Source: an optimization exercise on an open RTL-to-GDS flow (aim: small area and a short achievable clock period). Production flows keep margins and buffers that such runs may drop.
In this exercise RTL edits were held to simulation tests only and were not proved equivalent to the original.

Setup of the baseline:
Design fp_mul_top, start of the top module:
module fp_mul_top
(
  input  logic        clk,
  input  logic        reset,
  input  logic [2:0]  r_mode,  
  input  logic [31:0] fp_x,
  input  logic [31:0] fp_y,
  output logic [31:0] fp_z,
  output logic        ovrf,
  output logic        udrf
);
Settings: LEC_CHECK=0, ABC_AREA=1, CAP_MARGIN=20, CORE_MARGIN=2, CORE_UTILIZATION=40, SETUP_SLACK_MARGIN=5, SLEW_MARGIN=20; clock period 14.5 ns.
standard.sh (not shown) runs the stock make flow with config.mk's settings and CLKGATE_MAP_FILE= SYNTH_SCRIPT=/design/flow/synth_recipe.tcl, a recipe that flattens the netlist after the stock synthesis.
==> flow/flow/run.sh <==
#!/bin/bash
# Layout flow: the standard flow (standard.sh) with two changes:
#  - synthesis maps the design's fa_cell/ha_cell modules straight to the
#    library's full/half adder cells before flattening (ORFS's synth.tcl with
#    one techmap added after its hierarchy check), and skips Yosys's
#    extract_fa, so the rest of the adders are left to abc;
#  - the port buffers are buf_2 cells instead of the default delay buffers.
set -euo pipefail
here=$(pwd)

sed -e 's#^hierarchy -check -top \$::env(DESIGN_NAME)$#&\ntechmap -map '"$here"'/flow/adder_cells.v#' \
    -e 's#^  extract_fa {\*}\[dont_use_extract_fa_args\]$#  \# extract_fa skipped#' \
  "$FLOW_HOME/scripts/synth.tcl" > "$here/synth_adders.tcl"
grep -q adder_cells.v "$here/synth_adders.tcl"
grep -q "extract_fa skipped" "$here/synth_adders.tcl"
sed 's#source \$::env(SCRIPTS_DIR)/synth.tcl#source '"$here"'/synth_adders.tcl#' \
  "$here/synth_recipe.tcl" > "$here/synth_recipe_adders.tcl"
grep -q synth_adders.tcl "$here/synth_recipe_adders.tcl"
sed 's#SYNTH_SCRIPT=[^ ]*#SYNTH_SCRIPT='"$here"'/synth_recipe_adders.tcl#' \
  "$here/standard.sh" > "$here/standard_adders.sh"
grep -q synth_recipe_adders.tcl "$here/standard_adders.sh"

export BUFFER_PORTS_ARGS="-buffer_cell sky130_fd_sc_hd__buf_2"
bash "$here/standard_adders.sh" > "$here/flow.log" 2>&1
==> flow/flow/adder_cells.v <==
// maps the design's fa_cell and ha_cell modules to the library adder cells
module fa_cell (input a, input b, input ci, output s, output co);
  sky130_fd_sc_hd__fa_1 _TECHMAP_REPLACE_ (.A(a), .B(b), .CIN(ci), .SUM(s), .COUT(co));
endmodule

module ha_cell (input a, input b, output s, output co);
  sky130_fd_sc_hd__ha_1 _TECHMAP_REPLACE_ (.A(a), .B(b), .SUM(s), .COUT(co));
endmodule
The baseline has completed all stages; timing, DRC and antenna checks passed.
[inputs] the candidate vs the baseline
Settings: SETUP_SLACK_MARGIN now 4, was 5.
--- a/flow/flow/run.sh
+++ b/flow/flow/run.sh
@@ -3,15 +3,12 @@
 #  - synthesis maps the design's fa_cell/ha_cell modules straight to the
 #    library's full/half adder cells before flattening (ORFS's synth.tcl with
-#    one techmap added after its hierarchy check), and skips Yosys's
-#    extract_fa, so the rest of the adders are left to abc;
+#    one techmap added after its hierarchy check; everything else unchanged);
 #  - the port buffers are buf_2 cells instead of the default delay buffers.
 set -euo pipefail
 here=$(pwd)
 
-sed -e 's#^hierarchy -check -top \$::env(DESIGN_NAME)$#&\ntechmap -map '"$here"'/flow/adder_cells.v#' \
-    -e 's#^  extract_fa {\*}\[dont_use_extract_fa_args\]$#  \# extract_fa skipped#' \
+sed 's#^hierarchy -check -top \$::env(DESIGN_NAME)$#&\ntechmap -map '"$here"'/flow/adder_cells.v#' \
   "$FLOW_HOME/scripts/synth.tcl" > "$here/synth_adders.tcl"
 grep -q adder_cells.v "$here/synth_adders.tcl"
-grep -q "extract_fa skipped" "$here/synth_adders.tcl"
 sed 's#source \$::env(SCRIPTS_DIR)/synth.tcl#source '"$here"'/synth_adders.tcl#' \
   "$here/synth_recipe.tcl" > "$here/synth_recipe_adders.tcl"
[summary]
The candidate packs its core more loosely than the baseline. Critical path depth (higher): the candidate. Changes observed in the candidate relative to the baseline: largest stage delay on the critical path has increased. STATUS synthesized cell area: the candidate loses against the baseline. The baseline has higher achievable frequency than the candidate.


Another version of the RTL of fp_mul_top (not shown whole).
Size in the first run: ~2,100 cells after synthesis, about 100 I/O pins, ~0.016 mm² of cells after synthesis.
==> flow/config.mk <==
export PLATFORM = sky130hd
export DESIGN_NAME = fp_mul_top
export DESIGN_NICKNAME = fp_mul_top
export VERILOG_FILES = /design/flow/design.v
export SDC_FILE = /design/flow/constraint.sdc
export NUM_CORES = 4
export LEC_CHECK = 0
export ABC_AREA = 1
export CAP_MARGIN = 20
export CORE_MARGIN = 2
export CORE_UTILIZATION = 40
export SETUP_SLACK_MARGIN = 5
export SLEW_MARGIN = 20
==> flow/constraint.sdc <==
create_clock -name core_clock -period 14.5 [get_ports {clk}]
set_input_delay 2.9000 -clock core_clock [delete_from_list [all_inputs] [get_ports {clk}]]
set_output_delay 2.9000 -clock core_clock [all_outputs]
set_load 0.01 [all_outputs]
==> flow/flow/run.sh <==
#!/bin/bash
# Layout flow: the standard flow (standard.sh) with these changes:
#  - synthesis maps the design's fa_cell/ha_cell modules straight to the
#    library's full/half adder cells before flattening (ORFS's synth.tcl with
#    one techmap added after its hierarchy check), and skips Yosys's
#    extract_fa, so the rest of the adders are left to abc;
#  - abc maps with flow/abc.script, when the version has one;
#  - the port buffers are buf_2 cells instead of the default delay buffers;
#  - make variables from flow/extra_vars.txt, when the version has one.
set -euo pipefail
here=$(pwd)

sed -e 's#^hierarchy -check -top \$::env(DESIGN_NAME)$#&\ntechmap -map '"$here"'/flow/adder_cells.v#' \
    -e 's#^  extract_fa {\*}\[dont_use_extract_fa_args\]$#  \# extract_fa skipped#' \
  "$FLOW_HOME/scripts/synth.tcl" > "$here/synth_adders.tcl"
grep -q adder_cells.v "$here/synth_adders.tcl"
grep -q "extract_fa skipped" "$here/synth_adders.tcl"
if [[ -f "$here/flow/abc.script" ]]; then
  sed -i 's#^  log_cmd abc {\*}\$abc_args$#  log_cmd abc {*}[lreplace $abc_args 1 1 '"$here"'/flow/abc.script]#' "$here/synth_adders.tcl"
  grep -q "flow/abc.script" "$here/synth_adders.tcl"
fi
sed 's#source \$::env(SCRIPTS_DIR)/synth.tcl#source '"$here"'/synth_adders.tcl#' \
  "$here/synth_recipe.tcl" > "$here/synth_recipe_adders.tcl"
grep -q synth_adders.tcl "$here/synth_recipe_adders.tcl"
# extra make variables, from flow/extra_vars.txt if present (one NAME=value per line)
extra=""
if [[ -f "$here/flow/extra_vars.txt" ]]; then
  extra=$(grep -E '^[A-Z_]+=[^ ]+$' "$here/flow/extra_vars.txt" | tr '\n' ' ')
fi
sed -e 's#SYNTH_SCRIPT=[^ ]*#SYNTH_SCRIPT='"$here"'/synth_recipe_adders.tcl#' \
    -e 's#"\${@:-finish}"#'"$extra"'"${@:-finish}"#' \
  "$here/standard.sh" > "$here/standard_adders.sh"
grep -q synth_recipe_adders.tcl "$here/standard_adders.sh"

port_buffer=sky130_fd_sc_hd__buf_2
export BUFFER_PORTS_ARGS="-buffer_cell $port_buffer"
bash "$here/standard_adders.sh" > "$here/flow.log" 2>&1
==> flow/flow/abc.script <==
strash
dch
map -D 4500 -B 0.9
topo
stime -c
buffer -c
upsize -c
dnsize -c
Scripts as last shown in full above: flow/flow/adder_cells.v
The first run ran to the end with no violations.
Rerun with:
removed: flow/flow/abc.script
- final area stays flat
- global-route usage went down by 0.54 points
- setup slack gains 0.013 ns
- count of clock-buffer cells in the layout went up by 1
- wire length went up by 2.0%
- maximum frequency stays flat
Rerun with:
==> flow/flow/abc.script (new file) <==
strash
dc2
dch
map -B 0.9
topo
stime -c
buffer -c
upsize -c
dnsize -c
Outcome: Hold slack got worse by 0.0094 ns; global-route usage came out higher by 2.4 points; setup slack got worse by 0.16 ns; sequential share of layout area fell by 0.51 points.
Rerun with:
- SETUP_SLACK_MARGIN: 5 -> 4.7
removed: flow/flow/abc.script
Effect: The changed run went through all stages and came out clean; clock-buffer cell count grows by 1; setup slack is worse by 0.074 ns; fmax shrinks slightly; flip-flop and latch count does not change; design area shrinks by about a fifth; via count shrinks by a few percent; die area grows by a few percent; non-clock buffer count shrinks by 132; first-iteration DRC count shrinks by a quarter to a third; area after synthesis grows by a few percent.

[re-timing with driven ports]
How much do the figures lean on ideal ports? The routed layouts below were timed once more, with nothing changed but the port constraints. Step 1 (the two cells are an assumption about what drives the block):
set clk [get_ports {clk}]
set_driving_cell -lib_cell sky130_fd_sc_hd__clkbuf_16 $clk
set_driving_cell -lib_cell sky130_fd_sc_hd__buf_2 [delete_from_list [all_inputs] $clk]
Step 2 also shifts input and output timing later by t, the mid clock arrival at the registers, as if the neighbouring blocks saw the same clock. a / b / c = ideal / step 1 / step 2; a / b = the first two.
run | t (ns) | setup slack, ns | hold slack, ns
the baseline | 0.320 | 5.181 / 5.181 / 4.862 | 2.924 / 2.914 / 3.233
the candidate | 0.312 | 4.411 / 4.425 / 4.112 | 2.843 / 2.834 / 3.147
the first run of note 2 | 0.317 | 5.301 / 5.320 / 5.003 | 2.870 / 2.867 / 3.184
the second run of note 2 | 0.308 | 5.315 / 5.298 / 4.990 | 2.849 / 2.839 / 3.147
the third run of note 2 | 0.323 | 5.158 / 5.148 / 4.825 | 2.839 / 2.822 / 3.145
the fourth run of note 2 | 0.307 | 5.084 / 5.094 / 4.787 | 2.847 / 2.838 / 3.145
After both steps setup and hold are still met in every run listed. The setup slack of the third run of note 2, which loses most, moves by -0.010 ns with the drivers and by -0.333 ns with both steps.
